Context: an optimization exercise on an open-source flow, tuned for small area. The choices shown serve that exercise and are no tape-out recipe.
In this exercise RTL edits were held to simulation tests only and were not proved equivalent to the original.
Power figures rest on the tool's default switching activity, not on a simulated workload.

$ cat flow/config.mk
export PLATFORM = sky130hd
export DESIGN_NAME = register_file
export DESIGN_NICKNAME = register_file
export VERILOG_FILES = /design/flow/design.v
export SDC_FILE = /design/flow/constraint.sdc
export NUM_CORES = 8
export LEC_CHECK = 0
export CAP_MARGIN = 10
export CORE_MARGIN = 2
export CORE_UTILIZATION = 40
export CTS_BUF_LIST = sky130_fd_sc_hd__clkbuf_16
export CTS_CLUSTER_DIAMETER = 120
export CTS_CLUSTER_SIZE = 25
export PLACE_DENSITY = 0.75
export SLEW_MARGIN = 10
export SYNTH_HIERARCHICAL = 1
export SYNTH_MINIMUM_KEEP_SIZE = 0
$ cat flow/constraint.sdc
create_clock -name core_clock -period 8.0 [get_ports {clk}]
set_input_delay 1.6000 -clock core_clock [delete_from_list [all_inputs] [get_ports {clk}]]
set_output_delay 1.6000 -clock core_clock [all_outputs]
set_load 0.01 [all_outputs]
$ cat flow/design.v
package register_file_pkg;
  localparam int REG_COUNT = 32;
  localparam int ADDR_W = 5;
  typedef enum logic {S_IDLE, S_CLEARING} clr_state_t;
endpackage
module decoder_5_to_32
(
  input  logic [register_file_pkg::ADDR_W-1:0]    addr,
  input  logic                 en,
  output logic [register_file_pkg::REG_COUNT-1:0] sel
);
  always_comb sel = en ? register_file_pkg::REG_COUNT'(1) << addr : '0;
endmodule
module rf_rd_dec
(
  input  logic [register_file_pkg::ADDR_W-1:0]    addr,
  output logic [register_file_pkg::REG_COUNT-1:1] sel
);
  always_comb
    for (int i = 1; i < register_file_pkg::REG_COUNT; i++)
      sel[i] = addr == register_file_pkg::ADDR_W'(i);
endmodule
module rf_row_drv
(
  input  logic sel,
  input  logic rst,
  output logic wr,
  output logic keep
);
  assign wr = sel | rst;
  assign keep = ~(sel | rst);
endmodule
module rf_col_drv
(
  input  logic data,
  input  logic d1,
  input  logic d0,
  output logic d
);
  assign d = data ? d1 : d0;
endmodule
module rf_aoi222
(
  input  logic [2:0] sel,
  input  logic [2:0] d,
  output logic       y_n
);
  assign y_n = ~|(sel & d);
endmodule
module rf_cell_next
(
  input  logic q,
  input  logic wr,
  input  logic keep,
  input  logic d,
  output logic q_next
);
  assign q_next = ~((q | wr) & (keep | d));
endmodule
module register_file
#(
  parameter int N = 32
) (
  input  logic              clk,
  input  logic              rst,
  input  logic              wr_ena,
  input  logic [register_file_pkg::ADDR_W-1:0] wr_addr,
  input  logic [N-1:0]      wr_data,
  input  logic [register_file_pkg::ADDR_W-1:0] rd_addr0,
  output logic [N-1:0]      rd_data0,
  input  logic [register_file_pkg::ADDR_W-1:0] rd_addr1,
  output logic [N-1:0]      rd_data1,
  input  logic              clear,
  output logic              busy
);
  localparam int RC = register_file_pkg::REG_COUNT;
  logic [N-1:0] regs [1:RC-1];
  logic phase;
  logic [register_file_pkg::ADDR_W-1:0] clr_idx;
  logic [RC-1:0] row_sel;
  logic [RC-1:1] rd_sel0, rd_sel1;
  logic [register_file_pkg::ADDR_W-1:0] row_addr;
  logic [N-1:0] row_data;
  logic zero;
  assign busy = |clr_idx;
  always_ff @(posedge clk)
    if (rst) clr_idx <= '0;
    else if (busy || clear) clr_idx <= clr_idx + 5'd1;
  always_ff @(posedge clk) phase <= ~phase;
  assign row_addr = busy ? clr_idx : wr_addr;
  assign zero = rst || busy;
  decoder_5_to_32 u_dec (.addr(row_addr), .en(busy || wr_ena), .sel(row_sel));
  logic col_d1;
  assign col_d1 = ~(phase ^ zero);
  for (genvar b = 0; b < N; b++) begin : g_col
    rf_col_drv u_col (.data(wr_data[b]), .d1(col_d1), .d0(phase), .d(row_data[b]));
  end
  for (genvar i = 1; i < RC; i++) begin : g_row
    logic wr, keep;
    rf_row_drv u_drv (.sel(row_sel[i]), .rst(rst), .wr(wr), .keep(keep));
    for (genvar b = 0; b < N; b++) begin : g_bit
      logic q_next;
      rf_cell_next u_next (.q(regs[i][b]), .wr(wr), .keep(keep), .d(row_data[b]), .q_next(q_next));
      always_ff @(posedge clk) regs[i][b] <= q_next;
    end
  end
  rf_rd_dec u_rd0 (.addr(rd_addr0), .sel(rd_sel0));
  rf_rd_dec u_rd1 (.addr(rd_addr1), .sel(rd_sel1));
  logic ph0, ph1;
  assign ph0 = phase && rd_addr0 != '0;
  assign ph1 = phase && rd_addr1 != '0;
  for (genvar b = 0; b < N; b++) begin : g_bit
    logic [10:0] l0_n, l1_n;
    for (genvar g = 0; g < 10; g++) begin : g_leaf
      rf_aoi222 u_l0 (.sel(rd_sel0[3*g+3:3*g+1]),
                      .d({regs[3*g+3][b], regs[3*g+2][b], regs[3*g+1][b]}), .y_n(l0_n[g]));
      rf_aoi222 u_l1 (.sel(rd_sel1[3*g+3:3*g+1]),
                      .d({regs[3*g+3][b], regs[3*g+2][b], regs[3*g+1][b]}), .y_n(l1_n[g]));
    end
    assign l0_n[10] = ~(rd_sel0[31] & regs[31][b]);
    assign l1_n[10] = ~(rd_sel1[31] & regs[31][b]);
    assign rd_data0[b] = ~&l0_n ^ ph0;
    assign rd_data1[b] = ~&l1_n ^ ph1;
  end
endmodule
$ cat flow/flow/run.sh
#!/bin/bash
# Standard layout, with the port buffers made as the smallest buffer cell.
set -euo pipefail
bash standard.sh "BUFFER_PORTS_ARGS=-buffer_cell sky130_fd_sc_hd__buf_1" finish > standard.log 2>&1
$ cat flow/standard.sh
#!/bin/bash
# synth_recipe.tcl (not shown) runs the flow's synth.tcl, then flattens the netlist and writes it again
# the make line also repeats each setting of config.mk as NAME=value (left out here)
make -C /OpenROAD-flow-scripts/flow DESIGN_CONFIG=/design/flow/config.mk WORK_HOME=/design/flow/orfs CLKGATE_MAP_FILE= SYNTH_SCRIPT=/design/flow/synth_recipe.tcl "${@:-finish}"
==> flow_summary_export.csv, run 1 <==
group,metric,value,unit
setup_path,critPathArrivalTime,5.91,ns
setup_path,path_cells,"buf_1 > nand2b_1 > nor2_4 > buf_4 > a222oi_1 > nand4_1 > a2111oi_0 > xor2_1 > buf_1",
power_and_ir_drop,ir_drop,0.000176,V
place,dp_slack,1.05,ns
global_route,grt_pass1_wl,239000,um
cts,cts_buffer_depth,3,
setup_path,cp.depth,9,
run,cap_violations,1,
global_route,overflow,0,
setup_path,startpoint,"rd_addr1[4]",
floorplanning,dieArea,93900,um^2
cts,cts.clk_slew.worst_paths,0.10,ns
cts,clock-sinks,998,
synthesis,syn_area_per_cell,11.3,um^2
detailed_routing,drc,0,
sta,rsz0062_at_grt,"false",
status,so_faults,"max-capacitance violations, max-slew violations",
cts,htreeDepth,2,
setup_path,rr_startpoint,"clr_idx[0]$_SDFFE_PP0P_",
setup_path,crit_type,"in2out",
finish,antenna_cells,0,
cts,ctsResizeCount,0,
power_and_ir_drop,power.total,11300,uW
cts,clock_latency,0.65,ns
global_route,grt_max_degree,69,
global_route,antenna_found_initial,2,
floorplanning,initial_core_util,0.405,
finish,fin_util,0.453,
sta,hold_violations,0,
sta,setup_viol,0,
setup_path,crit_path_end,"rd_data1[11]",
detailed_routing,first_iter_violations,11000,
power_and_ir_drop,p_leak,0.0138,uW
cts,hold_buffers,0,
finish,syn2layout_area_growth,11.9,%
sta,maxSlewHeadroom,-0.00727,
synthesis,synth_area,36600,um^2
setup_path,path_buf_inv,3,
cts,cts-buffers-inserted,45,
detailed_routing,dr_total_vias,39200,
sta,fin_ws,0.487,ns
finish,layout-drive-gt1-share,0.0835,
synthesis,syn_inst,3232,
sta,fin_setup_tns,0,ns
setup_path,slowest_delay,1.09,ns
sta,max_freq,133,MHz
setup_path,crit_slowest_cell,"a2111oi_0",
place,routabilityCongestion,0.991,
setup_path,cpMostUsedCell,"buf_1",
setup_path,r2r_slack,4.09,ns
place,io_buffers,115,
detailed_routing,wl_per_cell,35.7,um
place,dp_hpwl,95500,um
setup_path,crit_path_start_kind,"input pin",
cts,root_buffer,"clkbuf_16",
sta,fin_crit_sh,0.939,
setup_path,cp.required,6.40,ns
setup_path,critical_path.max_fanout,17,
sta,clock_skew,0.0245,ns
setup_path,regToRegEndpoint,"regs[27][0]$_DFF_P_",
sta,worst_pin_slew,1.51,ns
detailed_routing,detail-route-antenna-nets,0,
sta,fin_crit,7.51,ns
finish,fin_nets,3524,
power_and_ir_drop,pwr_density_cell,277,nW/um^2
hold_path,hp-class,"reg2reg",
cts,cts_tree,"done",
floorplanning,fp.dieH,306,um
cts,cts_setup_buffers,0,
synthesis,synth_warnings,11,
detailed_routing,routed_wl,166000,um
setup_path,crit_family,"compound AO/OA/AOI/OAI gates",
sta,drv_slew,33,
floorplanning,num_rows,110,
synthesis,synth_nets,3285,
global_route,grt_pass1_vias,36000,
floorplanning,core,90300,um^2
global_route,grt_usage,0.333,
floorplanning,ios,116,
detailed_routing,first_pass_iters,15,
detailed_routing,vias_per_cell,8.44,
status,status,"complete, but fails checks",
setup_path,endpoint_kind,"primary output",
setup_path,reg2reg_depth,11,
floorplanning,die-width,306,um
-- where the power goes --
| part | switching, uW | leakage [uW] | total (uW) | internal [uW] |
|---|---|---|---|---|
| registers | 697 | 0.00842 | 6540 | 5840 |
| clock network | 1590 | 0.000585 | 2640 | 1050 |
| logic | 1440 | 0.00481 | 2160 | 721 |
| total | 3720 | 0.0138 | 11300 | 7620 |
-- flip-flops by register name, summed over array words and instances (netlist names) --
name,flops
regs,992
clr_idx,5
phase,1
-- cells in the final DEF (no fill, tap or decap), drive strengths merged, types with 7 or more instances in the layout --
cell and n:
or2 34, clkbuf 48, nand2 69, a2111oi 64, nand4 129, dfxtp 998, nand2b 7, buf 213
xor2 66, mux2 32, nor2 126, a222oi 640, o22ai 992
-- metrics by stage --
| stage | cell area (um^2) | hold WS, ns | std cells |
|---|---|---|---|
| floorplan | 36600 | 0.435 | 3232 |
| global placement | 39700 | 0.444 | 4597 |
| detailed placement | 39700 | 0.452 | 4597 |
| CTS | 40900 | 0.469 | 4646 |
| global route | 40900 | 0.484 | 4649 |
| finish | 40900 | 0.469 | 4649 |
-- per-layer routing --
layer / GRT usage / vias up / share of wire
met4: 0.194 / 4 / 0.079
met3: 0.136 / 1045 / 0.20
met5: 0 / - / 0.00013
met2: 0.459 / 4321 / 0.39
met1: 0.433 / 18400 / 0.34
li1: - / 15400 / -
-- area by class of cell --
type                       count  area (um^2)
clock buffer                  47         1180
clock inverter                 2         12.5
fill                        8408        49300
inverter                       5         18.8
multi-input combinational   2207        17100
sequential                   998        20000
tap                         1176         1470
timing repair buffer         214         1220
-- how the worst min path moves through the flow --
stage	from	endpoint	slack, ns	depth (start not counted)
2_1_floorplan	regs[31][0]$_DFF_P_	regs[31][0]$_DFF_P_	0.44	1
3_3_place_gp	regs[31][1]$_DFF_P_	regs[31][1]$_DFF_P_	0.44	1
3_5_place_dp	regs[31][10]$_DFF_P_	regs[31][10]$_DFF_P_	0.45	1
4_1_cts	regs[31][14]$_DFF_P_	regs[31][14]$_DFF_P_	0.47	1
5_1_grt	regs[5][23]$_DFF_P_	regs[5][23]$_DFF_P_	0.48	1
6_report	regs[31][26]$_DFF_P_	regs[31][26]$_DFF_P_	0.47	1
==> run 2: changes to the inputs <==
--- a/flow/config.mk
+++ b/flow/config.mk
@@ -7,3 +7,3 @@
 export LEC_CHECK = 0
-export CAP_MARGIN = 10
+export CAP_MARGIN = 20
 export CORE_MARGIN = 2
@@ -13,4 +13,4 @@
 export CTS_CLUSTER_SIZE = 25
-export PLACE_DENSITY = 0.75
-export SLEW_MARGIN = 10
+export PLACE_DENSITY = 0.7
+export SLEW_MARGIN = 20
 export SYNTH_HIERARCHICAL = 1
==> flow_summary_export.csv, run 2 <==
group,metric,value,unit
status,status,"timing/DRC/antenna clean",
finish,ff_latch_area,20000,um^2
cts,cts-buffers-inserted,45,
cts,clock-sinks,998,
cts,hold_buffers,0,
sta,maxSlewHeadroom,0.128,
synthesis,syn_inst,3232,
detailed_routing,detail-route-antenna-nets,0,
floorplanning,initial_core_util,0.405,
synthesis,syn_area_per_cell,11.3,um^2
cts,cts_tree,"done",
cts,cts_setup_buffers,0,
finish,largest_reg_flops,992,
place,dp_slack,1.12,ns
power_and_ir_drop,p_leak,0.0139,uW
sta,rsz0062_at_grt,"false",
cts,ctsResizeCount,0,
detailed_routing,dr_total_vias,37900,
setup_path,cpMostUsedCell,"buf_1",
finish,fin_nets,3527,
setup_path,cp.required,6.40,ns
finish,regMostFlops,"regs",
sta,worst_pin_slew,1.31,ns
setup_path,endpoint_kind,"primary output",
place,dp.cells,4597,
finish,nFillCells,8447,
sta,hold_violations,0,
floorplanning,dieArea,93900,um^2
sta,holdWs,0.474,ns
finish,multi_input_area,17100,um^2
detailed_routing,drc,0,
setup_path,path_buf_inv,2,
global_route,antenna_found_initial,17,
hold_path,hp-class,"reg2reg",
sta,fin_crit_sh,0.889,
power_and_ir_drop,swShare,0.332,
setup_path,rr_startpoint,"clr_idx[0]$_SDFFE_PP0P_",
finish,layout-drive-gt1-share,0.0835,
setup_path,crit_path_start_kind,"input pin",
sta,fin_crit,7.11,ns
setup_path,slowest_delay,1.12,ns
setup_path,reg2reg_depth,10,
sta,setup_viol,0,
setup_path,crit_slowest_cell,"a2111oi_1",
cts,htreeDepth,2,
global_route,grt_max_degree,42,
hold_path,min_to,"regs[26][25]$_DFF_P_",
cts,cts_buffer_depth,3,
place,dp_hpwl,100000,um
setup_path,critPathArrivalTime,5.51,ns
cts,root_buffer,"clkbuf_16",
detailed_routing,routed_wl,168000,um
sta,clock_skew,0.0373,ns
synthesis,synth_area,36600,um^2
setup_path,crit_family,"compound AO/OA/AOI/OAI gates",
power_and_ir_drop,ir_drop,0.000206,V
global_route,grt_pass1_vias,34800,
run,cap_violations,0,
detailed_routing,first_pass_iters,14,
cts,cts.clk_slew.worst_paths,0.10,ns
synthesis,synth_nets,3285,
global_route,grt_usage,0.337,
detailed_routing,first_iter_violations,9881,
setup_path,critical_path.max_fanout,32,
setup_path,path_cells,"buf_1 > nand2b_1 > nor2_4 > a222oi_1 > nand4_1 > a2111oi_1 > xor2_1 > buf_1",
hold_path,hp-start,"regs[26][25]$_DFF_P_",
setup_path,regToRegEndpoint,"regs[15][9]$_DFF_P_",
power_and_ir_drop,combPwrFrac,0.195,
floorplanning,die-width,306,um
floorplanning,ios,116,
detailed_routing,vias_per_cell,8.14,
setup_path,r2r_slack,3.82,ns
sta,drv_slew,0,
power_and_ir_drop,power_switching,3770,uW
sta,fin_ws,0.886,ns
synthesis,synth_warnings,11,
power_and_ir_drop,intPower,7590,uW
finish,mostFrequentLayoutCell,"dfxtp_1",
finish,layout_common_cells,"dfxtp_1 (998), o22ai_1 (992), a222oi_1 (640)",
power_and_ir_drop,clkPwrFrac,0.232,
detailed_routing,wl_per_cell,36.1,um
place,io_buffers,115,
setup_path,crit_type,"in2out",
floorplanning,core,90300,um^2
sta,fin_setup_tns,0,ns
place,routabilityCongestion,0.985,
hold_path,min_delay_path_depth,1,
global_route,grt_pass1_wl,239000,um
floorplanning,fp.dieH,306,um
cts,clock_latency,0.66,ns
finish,layout.cells.non_filler,4654,
finish,top_regs,"regs (992), clr_idx (5), phase (1)",
global_route,overflow,0,
power_and_ir_drop,pwr_density_cell,277,nW/um^2
floorplanning,num_rows,110,
finish,syn2layout_area_growth,12.2,%
power_and_ir_drop,p_seq_frac,0.573,
sta,max_freq,141,MHz
-- run 2: area by class of cell --
type / count / share of cell area
Inverter: 5 / 0.000457
Clock inverter: 3 / 0.00122
Tap cell: 1176 / 0.0358
Timing Repair Buffer: 217 / 0.0320
Sequential cell: 998 / 0.487
Antenna cell: 3 / 0.000183
Multi-Input combinational cell: 2207 / 0.416
Clock buffer: 45 / 0.0274
-- run 2: power by group through the flow --
stage	Clock (uW)	Sequential [uW]	Combinational (uW)
2_1_floorplan	0	6420	1220
3_3_place_gp	0	6550	2030
3_5_place_dp	0	6580	2090
4_1_cts	2620	6470	2080
5_1_grt	2780	6610	2280
6_report	2630	6510	2210
-- run 2: worst max path at each step --
stage	start	end	slack, ns	depth (start not counted)
4_1_cts	rd_addr1[4]	rd_data1[1]	1.12	9
2_1_floorplan	rd_addr0[4]	rd_data0[0]	2.63	7
5_1_grt	rd_addr1[4]	rd_data1[24]	0.84	9
3_5_place_dp	rd_addr1[4]	rd_data1[1]	1.12	9
6_report	rd_addr1[4]	rd_data1[17]	0.89	8
3_3_place_gp	rd_addr1[4]	rd_data1[1]	1.11	9
-- run 2: through the flow --
step / total power (uW) / cell area (um^2) / util
floorplan: 7640 / 36600 / -
global placement: 8580 / 39700 / 0.440
detailed placement: 8660 / 39700 / 0.440
CTS: 11200 / 40900 / 0.453
global route: 11700 / 41000 / 0.455
finish: 11400 / 41100 / 0.455
-- run 2: routing by layer --
| metal | share of wire | vias to the layer above | track usage |
|---|---|---|---|
| met5 | 0.0018 | - | 0.0140 |
| met4 | 0.074 | 20 | 0.213 |
| met3 | 0.17 | 646 | 0.141 |
| met2 | 0.40 | 3552 | 0.472 |
| met1 | 0.35 | 18300 | 0.424 |
| li1 | - | 15400 | - |
==> run 3: changes to the inputs <==
--- a/flow/config.mk
+++ b/flow/config.mk
@@ -13,3 +13,2 @@
 export CTS_CLUSTER_SIZE = 25
-export PLACE_DENSITY = 0.7
 export SLEW_MARGIN = 20
==> flow_summary_export.csv, run 3 <==
group,metric,value,unit
sta,drv_slew,0,
detailed_routing,detail-route-antenna-nets,0,
detailed_routing,drc,0,
floorplanning,die-width,306,um
power_and_ir_drop,p_seq_frac,0.575,
global_route,grt_pass1_vias,33600,
floorplanning,initial_core_util,0.405,
sta,fin_setup_tns,0,ns
cts,root_buffer,"clkbuf_16",
setup_path,endpoint_kind,"primary output",
hold_path,hp-class,"reg2reg",
power_and_ir_drop,clkPwrFrac,0.230,
detailed_routing,wl_per_cell,35.5,um
sta,setup_viol,0,
setup_path,cp.required,6.40,ns
global_route,antenna_found_initial,6,
power_and_ir_drop,power.total,11300,uW
global_route,overflow,0,
sta,hold_violations,0,
sta,maxSlewHeadroom,0.134,
setup_path,crit_type,"in2out",
setup_path,crit_slowest_cell,"a2111oi_0",
floorplanning,fp.dieH,306,um
setup_path,critical_path.max_fanout,18,
sta,max_freq,137,MHz
setup_path,slowest_delay,1.02,ns
cts,cts.clk_slew.worst_paths,0.10,ns
setup_path,crit_family,"compound AO/OA/AOI/OAI gates",
floorplanning,ios,116,
synthesis,syn_area_per_cell,11.3,um^2
detailed_routing,first_pass_iters,14,
cts,cts_buffer_depth,3,
sta,fin_crit_sh,0.911,
floorplanning,dieArea,93900,um^2
floorplanning,core,90300,um^2
finish,syn2layout_area_growth,12.8,%
detailed_routing,first_iter_violations,9811,
run,cap_violations,0,
global_route,grt_max_degree,63,
power_and_ir_drop,combPwrFrac,0.195,
cts,cts_tree,"done",
synthesis,synth_area,36600,um^2
setup_path,cpMostUsedCell,"buf_1",
floorplanning,num_rows,110,
power_and_ir_drop,swShare,0.329,
place,routabilityCongestion,1.01,
setup_path,path_buf_inv,3,
global_route,grt_pass1_wl,238000,um
setup_path,crit_path_start_kind,"input pin",
cts,htreeDepth,2,
detailed_routing,routed_wl,166000,um
power_and_ir_drop,intPower,7620,uW
sta,clock_skew,0.0183,ns
power_and_ir_drop,p_leak,0.0140,uW
finish,regMostFlops,"regs",
power_and_ir_drop,power_switching,3730,uW
sta,rsz0062_at_grt,"false",
synthesis,synth_nets,3285,
cts,hold_buffers,0,
synthesis,synth_warnings,11,
sta,holdWs,0.471,ns
finish,top_regs,"regs (992), clr_idx (5), phase (1)",
finish,mostFrequentLayoutCell,"dfxtp_1",
cts,clock-sinks,998,
cts,clock_latency,0.64,ns
global_route,grt_usage,0.334,
finish,layout_common_cells,"dfxtp_1 (997), o22ai_1 (992), a222oi_1 (640)",
finish,fin_nets,3553,
power_and_ir_drop,pwr_density_cell,275,nW/um^2
power_and_ir_drop,ir_drop,0.000219,V
place,io_buffers,115,
sta,fin_crit,7.29,ns
detailed_routing,dr_total_vias,37500,
finish,largest_reg_flops,992,
synthesis,syn_inst,3232,
setup_path,critPathArrivalTime,5.69,ns
sta,worst_pin_slew,1.30,ns
cts,cts_setup_buffers,0,
finish,layout-drive-gt1-share,0.0932,
setup_path,path_cells,"buf_1 > nand2b_1 > nor2_4 > buf_4 > a222oi_1 > nand4_1 > a2111oi_0 > xor2_1 > buf_1",
cts,ctsResizeCount,0,
status,status,"timing/DRC/antenna clean",
detailed_routing,vias_per_cell,8.01,
cts,cts-buffers-inserted,45,
place,dp_hpwl,103000,um
run 3: path summary, 6_finish.rpt:
kind / end / depth (start not counted) / slack (ns) / startpoint
setup / recovery: rd_data1[11] / 9 / 0.71 / rd_addr1[4]
hold / removal: regs[31][12]$_DFF_P_ / 1 / 0.47 / regs[31][12]$_DFF_P_
hold reg to reg: regs[31][12]$_DFF_P_ / 1 / 0.47 / regs[31][12]$_DFF_P_
setup reg to reg: regs[6][5]$_DFF_P_ / 11 / 3.91 / clr_idx[0]$_SDFFE_PP0P_
run 3: area by class of cell:
cell class	instances	area, um^2
timing repair buffer	243	1490
clock inverter	1	3.75
antenna	4	10.0
tap	1176	1470
sequential	998	20000
inverter	5	18.8
clock buffer	45	1130
fill	8474	49000
multi-input combinational	2207	17100
run 3: metrics by stage:
stage | instance area [um^2] | utilization | setup slack, ns | std cells
4_1_cts | 41100 | 0.455 | 1.04 | 4670
2_1_floorplan | 36600 | - | 2.63 | 3232
6_report | 41200 | 0.457 | 0.711 | 4679
5_1_grt | 41200 | 0.457 | 0.826 | 4677
3_5_place_dp | 40000 | 0.443 | 1.06 | 4624
3_3_place_gp | 39900 | 0.442 | 0.924 | 4623
run 3: routing by layer:
layer,global-route usage,wire [um],vias up
met1,0.455,62800,18200
met3,0.0958,25300,523
li1,-,-,15500
met4,0.153,9540,2
met2,0.488,68400,3270
met5,0,7,-
run 3: power groups by stage:
stage                     clock, uW  combinational, uW  sequential (uW)
after floorplan                   0               1220             6420
after CTS                      2620               2100             6490
after detailed placement          0               2100             6590
after global placement            0               2060             6580
final                          2610               2210             6530
after global routing           2790               2280             6620
==> run 4: changes to the inputs <==
--- a/flow/design.v
+++ b/flow/design.v
@@ -83,3 +83,2 @@
   logic [N-1:0] row_data;
-  logic zero;
   assign busy = |clr_idx;
@@ -88,10 +87,10 @@
     else if (busy || clear) clr_idx <= clr_idx + 5'd1;
-  always_ff @(posedge clk) phase <= ~phase;
+  always_ff @(posedge clk) phase <= ~phase && !rst;
   assign row_addr = busy ? clr_idx : wr_addr;
-  assign zero = rst || busy;
   decoder_5_to_32 u_dec (.addr(row_addr), .en(busy || wr_ena), .sel(row_sel));
-  logic col_d1;
-  assign col_d1 = ~(phase ^ zero);
+  logic col_d1, col_d0;
+  assign col_d0 = phase || rst;
+  assign col_d1 = rst || (phase == busy);
   for (genvar b = 0; b < N; b++) begin : g_col
-    rf_col_drv u_col (.data(wr_data[b]), .d1(col_d1), .d0(phase), .d(row_data[b]));
+    rf_col_drv u_col (.data(wr_data[b]), .d1(col_d1), .d0(col_d0), .d(row_data[b]));
   end
==> flow_summary_export.csv, run 4 <==
group,metric,value,unit
cts,cts.clk_slew.worst_paths,0.10,ns
finish,top_regs,"regs (992), clr_idx (5), phase (1)",
detailed_routing,vias_per_cell,8.14,
synthesis,synth_nets,3286,
floorplanning,dieArea,93900,um^2
cts,cts_buffer_depth,3,
setup_path,critPathArrivalTime,5.57,ns
floorplanning,initial_core_util,0.405,
hold_path,min_delay_path_depth,1,
setup_path,regToRegEndpoint,"regs[1][14]$_DFF_P_",
global_route,grt_pass1_vias,34600,
synthesis,synth_warnings,11,
run,cap_violations,0,
finish,fin_nets,3543,
place,io_buffers,115,
cts,ctsResizeCount,0,
power_and_ir_drop,pwr_density_cell,289,nW/um^2
power_and_ir_drop,ir_drop,0.000180,V
hold_path,hp-class,"reg2reg",
setup_path,crit_type,"in2out",
place,postPlaceCellArea,39900,um^2
floorplanning,fp.dieH,306,um
cts,clock_latency,0.68,ns
cts,hold_buffers,0,
floorplanning,core,90300,um^2
place,dp.cells,4609,
finish,multi_input_area,17200,um^2
detailed_routing,first_pass_iters,15,
cts,cts_tree,"done",
finish,layout_common_cells,"dfxtp_1 (998), o22ai_1 (992), a222oi_1 (640)",
cts,root_buffer,"clkbuf_16",
global_route,antenna_found_initial,6,
synthesis,syn_area_per_cell,11.3,um^2
finish,ff_latch_area,20000,um^2
sta,fin_crit_sh,0.897,
global_route,grt_usage,0.360,
cts,clock-sinks,998,
setup_path,critical_path.max_fanout,17,
cts,cts-buffers-inserted,45,
hold_path,min_to,"regs[31][23]$_DFF_P_",
setup_path,cp.required,6.40,ns
setup_path,r2r_slack,4.06,ns
sta,hold_violations,0,
detailed_routing,detail-route-antenna-nets,0,
global_route,overflow,0,
finish,mostFrequentLayoutCell,"dfxtp_1",
finish,largest_reg_flops,992,
finish,nFillCells,8499,
hold_path,hp-start,"regs[31][23]$_DFF_P_",
sta,fin_crit,7.17,ns
place,dp_hpwl,107000,um
detailed_routing,dr_total_vias,38000,
sta,max_freq,139,MHz
cts,cts_setup_buffers,0,
detailed_routing,routed_wl,179000,um
place,routabilityCongestion,0.957,
status,status,"timing/DRC/antenna clean",
power_and_ir_drop,p_leak,0.0141,uW
sta,rsz0062_at_grt,"false",
detailed_routing,drc,0,
sta,maxSlewHeadroom,0.106,
floorplanning,die-width,306,um
synthesis,syn_inst,3233,
finish,layout-drive-gt1-share,0.0879,
finish,fin_area,41400,um^2
sta,setup_viol,0,
finish,syn2layout_area_growth,13.2,%
finish,regMostFlops,"regs",
detailed_routing,first_iter_violations,9251,
sta,clock_skew,0.0512,ns
global_route,grt_max_degree,57,
setup_path,reg2reg_depth,9,
sta,worst_pin_slew,1.34,ns
synthesis,synth_area,36600,um^2
sta,fin_setup_tns,0,ns
global_route,grt_pass1_wl,251000,um
floorplanning,ios,116,
floorplanning,num_rows,110,
sta,drv_slew,0,
finish,layout.cells.non_filler,4674,
detailed_routing,wl_per_cell,38.3,um
cts,htreeDepth,2,
setup_path,endpoint_kind,"primary output",
setup_path,rr_startpoint,"clr_idx[0]$_SDFFE_PP0P_",
setup_path,crit_path_start_kind,"input pin",
[run 4: metal layers]
metal | up-vias | wire, um | global-route usage
li1 | 15500 | - | -
met1 | 18700 | 66200 | 0.468
met2 | 3205 | 70600 | 0.501
met3 | 628 | 28200 | 0.136
met4 | 10 | 13800 | 0.223
met5 | - | 84 | 0.00362
[run 4: how the worst max path moves through the flow]
stage	start	to	slack [ns]	cells after the start
6_report	rd_addr0[4]	rd_data0[1]	0.83	9
5_1_grt	rd_addr0[4]	rd_data0[20]	0.84	9
4_1_cts	rd_addr0[4]	rd_data0[9]	1.09	9
3_5_place_dp	rd_addr0[4]	rd_data0[9]	1.09	9
3_3_place_gp	rd_addr0[4]	rd_data0[9]	1.11	9
2_1_floorplan	rd_addr0[4]	rd_data0[0]	2.63	7
[run 4: through the flow]
stage,util,hold WS (ns),total power (uW),worst slack (ns)
floorplan,-,0.435,8050,2.63
global placement,0.441,0.444,9180,1.11
detailed placement,0.442,0.455,9250,1.09
CTS,0.455,0.469,11800,1.09
global route,0.458,0.485,12300,0.845
finish,0.458,0.474,12000,0.825
[run 4: power breakdown]
part | switching (uW) | internal (uW) | leakage [uW] | total, uW
registers | 794 | 5980 | 0.00840 | 6780
clock network | 1650 | 1030 | 0.000581 | 2670
logic | 1670 | 861 | 0.00512 | 2530
[run 4: critical path, cell delays in order]
cell and delay (ns):
buf_1 0.37, nand2b_1 0.79, nor2_4 0.28, buf_4 0.33, a222oi_1 0.40, nand4_1 0.31, a2111oi_0 1.05, xor2_1 0.25
buf_1 0.18
[run 4: layout make-up]
class / count / share of cell area
diodes: 6 / 0.000363
clock buffers: 45 / 0.0272
clock inverters: 4 / 0.00160
inverters: 5 / 0.000453
multi-input cells: 2208 / 0.414
flip-flops and latches: 998 / 0.483
well taps: 1176 / 0.0355
repair buffers: 232 / 0.0378
==> run 5: changes to the inputs <==
--- a/flow/config.mk
+++ b/flow/config.mk
@@ -13,2 +13,3 @@
 export CTS_CLUSTER_SIZE = 25
+export PLACE_DENSITY = 0.7
 export SLEW_MARGIN = 20
==> flow_summary_export.csv, run 5 <==
group,metric,value,unit
detailed_routing,first_pass_iters,17,
synthesis,synth_area,36600,um^2
floorplanning,num_rows,110,
finish,layout_common_cells,"dfxtp_1 (998), o22ai_1 (992), a222oi_1 (640)",
cts,cts_tree,"done",
sta,fin_ws,0.970,ns
detailed_routing,dr_total_vias,38400,
cts,cts.clk_slew.worst_paths,0.10,ns
setup_path,crit_type,"in2out",
sta,max_freq,142,MHz
synthesis,synth_warnings,11,
sta,maxSlewHeadroom,0.144,
sta,holdWs,0.476,ns
sta,worst_pin_slew,1.28,ns
detailed_routing,wl_per_cell,36.9,um
floorplanning,fp.dieH,306,um
global_route,grt_pass1_vias,35200,
setup_path,cp.required,6.40,ns
global_route,antenna_found_initial,23,
setup_path,cp.depth,8,
setup_path,path_cells,"buf_1 > nand2b_1 > nor2_4 > a222oi_1 > nand4_1 > a2111oi_0 > xor2_1 > buf_1",
setup_path,crit_family,"simple AND/OR/NAND/NOR gates",
setup_path,regToRegEndpoint,"regs[17][20]$_DFF_P_",
hold_path,hp-start,"regs[31][4]$_DFF_P_",
setup_path,startpoint,"rd_addr1[3]",
place,dp_hpwl,102000,um
detailed_routing,drc,0,
setup_path,crit_path_start_kind,"input pin",
global_route,overflow,0,
finish,fin_nets,3528,
sta,drv_slew,0,
detailed_routing,dr_wl_met3,29900,um
finish,largest_reg_flops,992,
finish,layout-drive-gt1-share,0.0848,
finish,syn2layout_area_growth,12.3,%
detailed_routing,detail-route-antenna-nets,0,
detailed_routing,top_layer,"met5",
global_route,grt_max_degree,45,
cts,clock-sinks,998,
power_and_ir_drop,ir_drop,0.000186,V
cts,clock_latency,0.70,ns
setup_path,endpoint_kind,"primary output",
cts,ctsResizeCount,0,
cts,htreeDepth,2,
cts,cts_buffer_depth,3,
detailed_routing,met1_length,59800,um
sta,setup_viol,0,
setup_path,r2r_slack,3.71,ns
setup_path,critPathArrivalTime,5.43,ns
power_and_ir_drop,pwr_density_cell,293,nW/um^2
floorplanning,initial_core_util,0.405,
place,routabilityCongestion,0.989,
global_route,grt_pass1_wl,245000,um
setup_path,critical_path.max_fanout,32,
sta,fin_setup_tns,0,ns
cts,cts_setup_buffers,0,
place,dp.cells,4598,
sta,fin_crit,7.03,ns
detailed_routing,routed_wl,172000,um
setup_path,slowest_delay,1.12,ns
place,io_buffers,115,
sta,hold_violations,0,
cts,hold_buffers,0,
sta,clock_skew,0.0780,ns
hold_path,hp-class,"reg2reg",
power_and_ir_drop,p_leak,0.0140,uW
detailed_routing,first_iter_violations,11100,
place,dp_slack,1.43,ns
detailed_routing,vias_per_cell,8.25,
finish,fin_area,41100,um^2
setup_path,reg2reg_depth,9,
floorplanning,core,90300,um^2
synthesis,syn_area_per_cell,11.3,um^2
run,cap_violations,0,
setup_path,rr_startpoint,"clr_idx[0]$_SDFFE_PP0P_",
finish,top_regs,"regs (992), clr_idx (5), phase (1)",
detailed_routing,wl_met2,68800,um
status,status,"timing/DRC/antenna clean",
synthesis,synth_nets,3286,
synthesis,syn_inst,3233,
floorplanning,dieArea,93900,um^2
setup_path,path_buf_inv,2,
setup_path,cpMostUsedCell,"buf_1",
finish,regMostFlops,"regs",
setup_path,crit_path_end,"rd_data1[4]",
finish,mostFrequentLayoutCell,"dfxtp_1",
place,postPlaceCellArea,39600,um^2
global_route,grt_usage,0.347,
finish,layout.cells.non_filler,4661,
finish,nFillCells,8405,
sta,fin_crit_sh,0.879,
floorplanning,ios,116,
setup_path,crit_slowest_cell,"a2111oi_0",
cts,cts-buffers-inserted,46,
floorplanning,die-width,306,um
cts,root_buffer,"clkbuf_16",
sta,rsz0062_at_grt,"false",
==> run 5: worst min-delay path by stage <==
stage                     depth (start not counted)  slack, ns              endpoint
after floorplan                                   1       0.44   regs[31][0]$_DFF_P_
after global placement                            1       0.44  regs[31][12]$_DFF_P_
after detailed placement                          1       0.45  regs[31][14]$_DFF_P_
after CTS                                         1       0.47  regs[31][29]$_DFF_P_
after global routing                              1       0.49   regs[20][5]$_DFF_P_
final                                             1       0.48   regs[31][4]$_DFF_P_
==> run 5: layout make-up <==
class | instances | area [um^2] | share of cell area
clock buffers | 47 | 1180 | 0.0286
clock inverters | 5 | 87.6 | 0.00213
flip-flops and latches | 998 | 20000 | 0.486
well taps | 1176 | 1470 | 0.0358
multi-input cells | 2208 | 17000 | 0.415
diodes | 6 | 15.0 | 0.000366
repair buffers | 216 | 1290 | 0.0315
inverters | 5 | 18.8 | 0.000457
==> run 5: stage by stage <==
step                total power [uW]   util
finish                         12000  0.455
detailed placement              9220  0.439
global placement                9110  0.439
CTS                            11800  0.453
global route                   12400  0.455
floorplan                       8050      -
==> run 5: metal layers <==
metal / global-route usage / up-vias
met5: 0.00724 / -
met4: 0.208 / 32
met3: 0.140 / 805
met2: 0.486 / 3624
met1: 0.444 / 18500
li1: - / 15400
==> run 5: power breakdown <==
| part | total, uW | internal, uW | switching [uW] |
|---|---|---|---|
| clock network | 2730 | 1080 | 1660 |
| logic | 2490 | 846 | 1650 |
| registers | 6800 | 5980 | 822 |
==> run 6: changes to the inputs <==
==> flow/flow/run.sh (replaced) <==
#!/bin/bash
# Standard layout, with the port buffers made as the smallest buffer cell and
# a clock tree of small buffers in small clusters, without dummy loads.
set -euo pipefail
bash standard.sh \
  "BUFFER_PORTS_ARGS=-buffer_cell sky130_fd_sc_hd__buf_1" \
  "CTS_ARGS=-sink_clustering_enable -repair_clock_nets -sink_clustering_size 10 -sink_clustering_max_diameter 45 -buf_list sky130_fd_sc_hd__clkbuf_4 -dont_use_dummy_load" \
  finish > standard.log 2>&1
--- a/flow/config.mk
+++ b/flow/config.mk
@@ -10,5 +10,2 @@
 export CORE_UTILIZATION = 40
-export CTS_BUF_LIST = sky130_fd_sc_hd__clkbuf_16
-export CTS_CLUSTER_DIAMETER = 120
-export CTS_CLUSTER_SIZE = 25
 export PLACE_DENSITY = 0.7
==> flow_summary_export.csv, run 6 <==
group,metric,value,unit
status,status,"timing/DRC/antenna clean",
sta,max_freq,146,MHz
detailed_routing,wl_per_cell,36.6,um
setup_path,endpoint_kind,"primary output",
global_route,grt_usage,0.350,
sta,hold_violations,0,
sta,rsz0062_at_grt,"false",
sta,fin_setup_tns,0,ns
synthesis,synth_area,36600,um^2
finish,fin_nets,3598,
floorplanning,initial_core_util,0.405,
cts,cts.clk_slew.worst_paths,0.10,ns
power_and_ir_drop,p_seq_frac,0.587,
hold_path,hp-class,"reg2reg",
global_route,grt_max_degree,45,
sta,fin_crit_sh,0.857,
finish,syn2layout_area_growth,11.3,%
setup_path,critPathArrivalTime,5.26,ns
sta,maxSlewHeadroom,0.130,
sta,clock_skew,0.140,ns
detailed_routing,first_iter_violations,11100,
finish,layout-drive-gt1-share,0.101,
global_route,antenna_found_initial,23,
setup_path,critical_path.max_fanout,32,
setup_path,regToRegEndpoint,"regs[17][20]$_DFF_P_",
finish,top_regs,"regs (992), clr_idx (5), phase (1)",
detailed_routing,drc,0,
place,dp_slack,1.43,ns
setup_path,crit_type,"in2out",
power_and_ir_drop,clkPwrFrac,0.198,
cts,hold_buffers,0,
finish,largest_reg_flops,992,
hold_path,min_to,"regs[2][17]$_DFF_P_",
setup_path,reg2reg_depth,9,
synthesis,syn_inst,3233,
cts,htreeDepth,3,
finish,multi_input_area,17000,um^2
run,cap_violations,0,
detailed_routing,dr_total_vias,38900,
place,routabilityCongestion,0.989,
hold_path,hp-start,"regs[2][17]$_DFF_P_",
finish,ff_latch_area,20000,um^2
synthesis,syn_area_per_cell,11.3,um^2
floorplanning,die-width,306,um
sta,worst_pin_slew,1.30,ns
detailed_routing,routed_wl,173000,um
synthesis,synth_warnings,11,
global_route,grt_pass1_vias,35500,
finish,mostFrequentLayoutCell,"dfxtp_1",
sta,setup_viol,0,
detailed_routing,detail-route-antenna-nets,0,
floorplanning,num_rows,110,
global_route,overflow,0,
sta,drv_slew,0,
place,dp_hpwl,102000,um
power_and_ir_drop,power_switching,4110,uW
finish,nFillCells,8527,
sta,holdWs,0.473,ns
cts,cts_tree,"done",
finish,regMostFlops,"regs",
power_and_ir_drop,p_leak,0.0139,uW
finish,fin_util,0.451,
setup_path,r2r_slack,3.72,ns
cts,cts_buffer_depth,3,
cts,root_buffer,"clkbuf_4",
floorplanning,fp.dieH,306,um
power_and_ir_drop,intPower,7490,uW
floorplanning,dieArea,93900,um^2
finish,layout_common_cells,"dfxtp_1 (998), o22ai_1 (992), a222oi_1 (640)",
setup_path,rr_startpoint,"clr_idx[0]$_SDFFE_PP0P_",
setup_path,crit_path_start_kind,"input pin",
sta,fin_ws,1.14,ns
setup_path,cp.required,6.40,ns
synthesis,synth_nets,3286,
power_and_ir_drop,combPwrFrac,0.215,
power_and_ir_drop,pwr_density_cell,285,nW/um^2
power_and_ir_drop,ir_drop,0.000112,V
cts,ctsResizeCount,0,
power_and_ir_drop,swShare,0.355,
hold_path,min_delay_path_depth,1,
place,io_buffers,115,
detailed_routing,vias_per_cell,8.22,
sta,fin_crit,6.86,ns
cts,cts-buffers-inserted,116,
cts,clock-sinks,998,
floorplanning,core,90300,um^2
cts,cts_setup_buffers,0,
detailed_routing,first_pass_iters,15,
cts,clock_latency,1.07,ns
global_route,grt_pass1_wl,247000,um
floorplanning,ios,116,
power_and_ir_drop,power.total,11600,uW
[run 6: cell count changes in the layout (fill, tap and decap cells not counted), sizes merged]
cell    delta
clkbuf    +69
clkinv     -4
diode      +6
inv        -1
[run 6: layout make-up]
class / instances / area share
repair buffers: 216 / 0.0318
inverters: 5 / 0.000461
multi-input cells: 2208 / 0.419
flip-flops and latches: 998 / 0.491
diodes: 12 / 0.000738
clock buffers: 116 / 0.0214
well taps: 1176 / 0.0362
[run 6: power groups by stage]
stage / registers (uW) / clock network [uW] / logic (uW)
floorplan: 6630 / 0 / 1420
global placement: 6820 / 0 / 2290
detailed placement: 6860 / 0 / 2360
CTS: 6750 / 2280 / 2350
global route: 6900 / 2470 / 2580
finish: 6810 / 2300 / 2500
[run 6: critical path: stages]
cell and delay [ns]:
buf_1 0.16, nand2b_1 0.74, nor2_4 0.42, a222oi_1 0.45, nand4_1 0.55, a2111oi_0 0.95
xor2_1 0.20, buf_1 0.16
[run 6: how the worst max path moves through the flow]
stage / startpoint / to / slack [ns] / cells past startpoint
floorplan: rd_addr0[4] / rd_data0[0] / 2.63 / 7
global placement: rd_addr1[3] / rd_data1[0] / 1.45 / 9
detailed placement: rd_addr1[3] / rd_data1[7] / 1.43 / 8
CTS: rd_addr1[3] / rd_data1[7] / 1.42 / 8
global route: rd_addr1[3] / rd_data1[6] / 1.11 / 8
finish: rd_addr1[3] / rd_data1[6] / 1.14 / 8
[run 6: routing by layer]
metal / vias to the layer above / global-route usage / wire (um)
li1: 15600 / - / -
met1: 18700 / 0.450 / 61600
met2: 3702 / 0.493 / 68900
met3: 854 / 0.140 / 29300
met4: 30 / 0.198 / 12700
met5: - / 0.0274 / 516
[run 6: stage by stage]
step                      instance area [um^2]  cells
final                                    40700   4731
after global routing                     40700   4725
after CTS                                40500   4714
after detailed placement                 39600   4598
after global placement                   39600   4598
after floorplan                          36600   3233
==> run 7: changes to the inputs <==
==> flow/flow/run.sh (replaced) <==
#!/bin/bash
# Standard layout, with the port buffers made as the smallest buffer cell and
# a clock tree of small buffers in small clusters, without dummy loads.
set -euo pipefail
bash standard.sh \
  "BUFFER_PORTS_ARGS=-buffer_cell sky130_fd_sc_hd__buf_1" \
  "CTS_ARGS=-sink_clustering_enable -repair_clock_nets -sink_clustering_size 9 -sink_clustering_max_diameter 45 -buf_list sky130_fd_sc_hd__clkbuf_4 -dont_use_dummy_load" \
  finish > standard.log 2>&1
==> flow_summary_export.csv, run 7 <==
group,metric,value,unit
cts,clock_latency,1.13,ns
power_and_ir_drop,power.total,11800,uW
sta,worst_pin_slew,1.27,ns
cts,root_buffer,"clkbuf_4",
setup_path,crit_path_start_kind,"input pin",
global_route,grt_pass1_vias,35800,
global_route,overflow,0,
finish,layout_common_cells,"dfxtp_1 (998), o22ai_1 (992), a222oi_1 (640)",
sta,setup_viol,0,
place,dp.cells,4598,
detailed_routing,drc,0,
global_route,grt_usage,0.351,
synthesis,syn_inst,3233,
sta,hold_violations,0,
floorplanning,num_rows,110,
place,io_buffers,115,
status,status,"timing/DRC/antenna clean",
detailed_routing,first_pass_iters,14,
cts,clock-sinks,998,
finish,largest_reg_flops,992,
sta,drv_slew,0,
floorplanning,ios,116,
finish,nFillCells,8508,
cts,hold_buffers,0,
place,dp_hpwl,102000,um
floorplanning,die-width,306,um
place,routabilityCongestion,0.989,
setup_path,r2r_slack,3.71,ns
global_route,grt_max_degree,45,
cts,cts-buffers-inserted,134,
synthesis,synth_area,36600,um^2
detailed_routing,detail-route-antenna-nets,0,
floorplanning,initial_core_util,0.405,
finish,layout.cells.non_filler,4751,
detailed_routing,dr_total_vias,39200,
synthesis,synth_warnings,11,
floorplanning,core,90300,um^2
detailed_routing,first_iter_violations,11200,
sta,rsz0062_at_grt,"false",
floorplanning,fp.dieH,306,um
finish,multi_input_area,17000,um^2
setup_path,crit_type,"in2out",
finish,fin_nets,3615,
floorplanning,dieArea,93900,um^2
setup_path,cp.required,6.40,ns
finish,ff_latch_area,20000,um^2
global_route,antenna_found_initial,27,
power_and_ir_drop,ir_drop,0.000140,V
setup_path,endpoint_kind,"primary output",
sta,holdWs,0.474,ns
sta,fin_setup_tns,0,ns
sta,max_freq,140,MHz
synthesis,syn_area_per_cell,11.3,um^2
setup_path,critPathArrivalTime,5.54,ns
detailed_routing,routed_wl,173000,um
detailed_routing,wl_per_cell,36.5,um
run,cap_violations,0,
cts,cts_setup_buffers,0,
cts,cts_tree,"done",
finish,syn2layout_area_growth,11.6,%
finish,layout-drive-gt1-share,0.106,
power_and_ir_drop,p_leak,0.0140,uW
global_route,grt_pass1_wl,247000,um
finish,regMostFlops,"regs",
synthesis,synth_nets,3286,
finish,mostFrequentLayoutCell,"dfxtp_1",
detailed_routing,vias_per_cell,8.24,
cts,htreeDepth,4,
power_and_ir_drop,pwr_density_cell,288,nW/um^2
hold_path,hp-class,"reg2reg",
sta,fin_crit,7.14,ns
cts,cts.clk_slew.worst_paths,0.09,ns
cts,cts_buffer_depth,3,
setup_path,critical_path.max_fanout,32,
cts,ctsResizeCount,0,
finish,top_regs,"regs (992), clr_idx (5), phase (1)",
sta,fin_crit_sh,0.893,
sta,clock_skew,0.134,ns
sta,maxSlewHeadroom,0.148,
## run 7: critical path, stage by stage
cell and delay, ns:
buf_1 0.17, nand2b_1 0.73, nor2_4 0.42, a222oi_1 0.48, nand4_1 0.60, a2111oi_0 1.15
xor2_1 0.19, buf_1 0.17
## run 7: area by class of cell
| cell class | count | area share |
|---|---|---|
| antenna | 15 | 0.000920 |
| clock buffer | 134 | 0.0246 |
| inverter | 5 | 0.000460 |
| multi-input combinational | 2208 | 0.417 |
| sequential | 998 | 0.490 |
| tap | 1176 | 0.0361 |
| timing repair buffer | 215 | 0.0310 |
## run 7: final timing paths
check / startpoint / cells past startpoint / end
max: rd_addr1[3] / 8 / rd_data1[4]
min: regs[2][17]$_DFF_P_ / 1 / regs[2][17]$_DFF_P_
max reg2reg: clr_idx[0]$_SDFFE_PP0P_ / 9 / regs[17][22]$_DFF_P_
min reg2reg: regs[2][17]$_DFF_P_ / 1 / regs[2][17]$_DFF_P_
## run 7: report_power, final
| group | leakage (uW) | switching (uW) | internal, uW | total (uW) |
|---|---|---|---|---|
| clock network | 0.000617 | 1680 | 771 | 2450 |
| logic | 0.00497 | 1650 | 843 | 2490 |
| registers | 0.00840 | 824 | 5980 | 6810 |
## run 7: stage by stage
stage	area, um^2	worst slack [ns]	util
global placement	39600	1.45	0.439
global route	40800	0.909	0.452
finish	40800	0.857	0.452
detailed placement	39600	1.43	0.439
floorplan	36600	2.63	-
CTS	40700	1.40	0.450
## run 7: metal layers
metal | share of wire | vias to the layer above | track usage | wire, um
met5 | 0.0021 | - | 0.0103 | 368
met2 | 0.39 | 3809 | 0.485 | 68300
met3 | 0.18 | 914 | 0.157 | 30800
met1 | 0.34 | 18800 | 0.437 | 59700
li1 | - | 15600 | - | -
met4 | 0.082 | 38 | 0.229 | 14200

## static timing again, ports no longer ideal
The results above use ideal ports. As a check the final layouts listed here were re-extracted and re-timed, cells and wires unchanged.
Step 1 sets driving cells, clkbuf_16 on the clock port and buf_2 on the other inputs (assumed; they add their load-dependent delay and slew).
Step 2 adds t to the input delays and takes it off the output delays; t is the mean of the earliest and latest rising clock arrival at the registers after step 1. Input paths then give back, and output paths get back, about the clock's delay inside the block.
Slacks: ideal / step 1 / step 2; pairs: ideal / step 1.
run | shift t [ns] | setup WS [ns] | hold slack, ns | worst setup path at the end | latest minus earliest clock arrival (ns)
run 1 | 0.705 | 0.487 / 0.466 / 0.466 | 0.469 / 0.469 / 0.469 | input to output | 0.027 / 0.028
run 2 | 0.712 | 0.886 / 0.858 / 0.858 | 0.474 / 0.474 / 0.474 | input to output | 0.042 / 0.041
run 3 | 0.698 | 0.711 / 0.686 / 0.686 | 0.471 / 0.471 / 0.471 | input to output | 0.027 / 0.027
run 4 | 0.724 | 0.825 / 0.791 / 0.791 | 0.473 / 0.473 / 0.473 | input to output | 0.055 / 0.055
run 5 | 0.734 | 0.970 / 0.886 / 0.886 | 0.476 / 0.476 / 0.476 | input to output | 0.079 / 0.079
run 6 | 1.059 | 1.144 / 1.059 / 1.059 | 0.473 / 0.473 / 0.473 | input to output | 0.159 / 0.159
run 7 | 1.122 | 0.857 / 0.771 / 0.771 | 0.474 / 0.474 / 0.474 | input to output | 0.141 / 0.140
The setup slack of run 7, which loses most, moves by -0.086 ns with the drivers and by -0.086 ns with both steps.
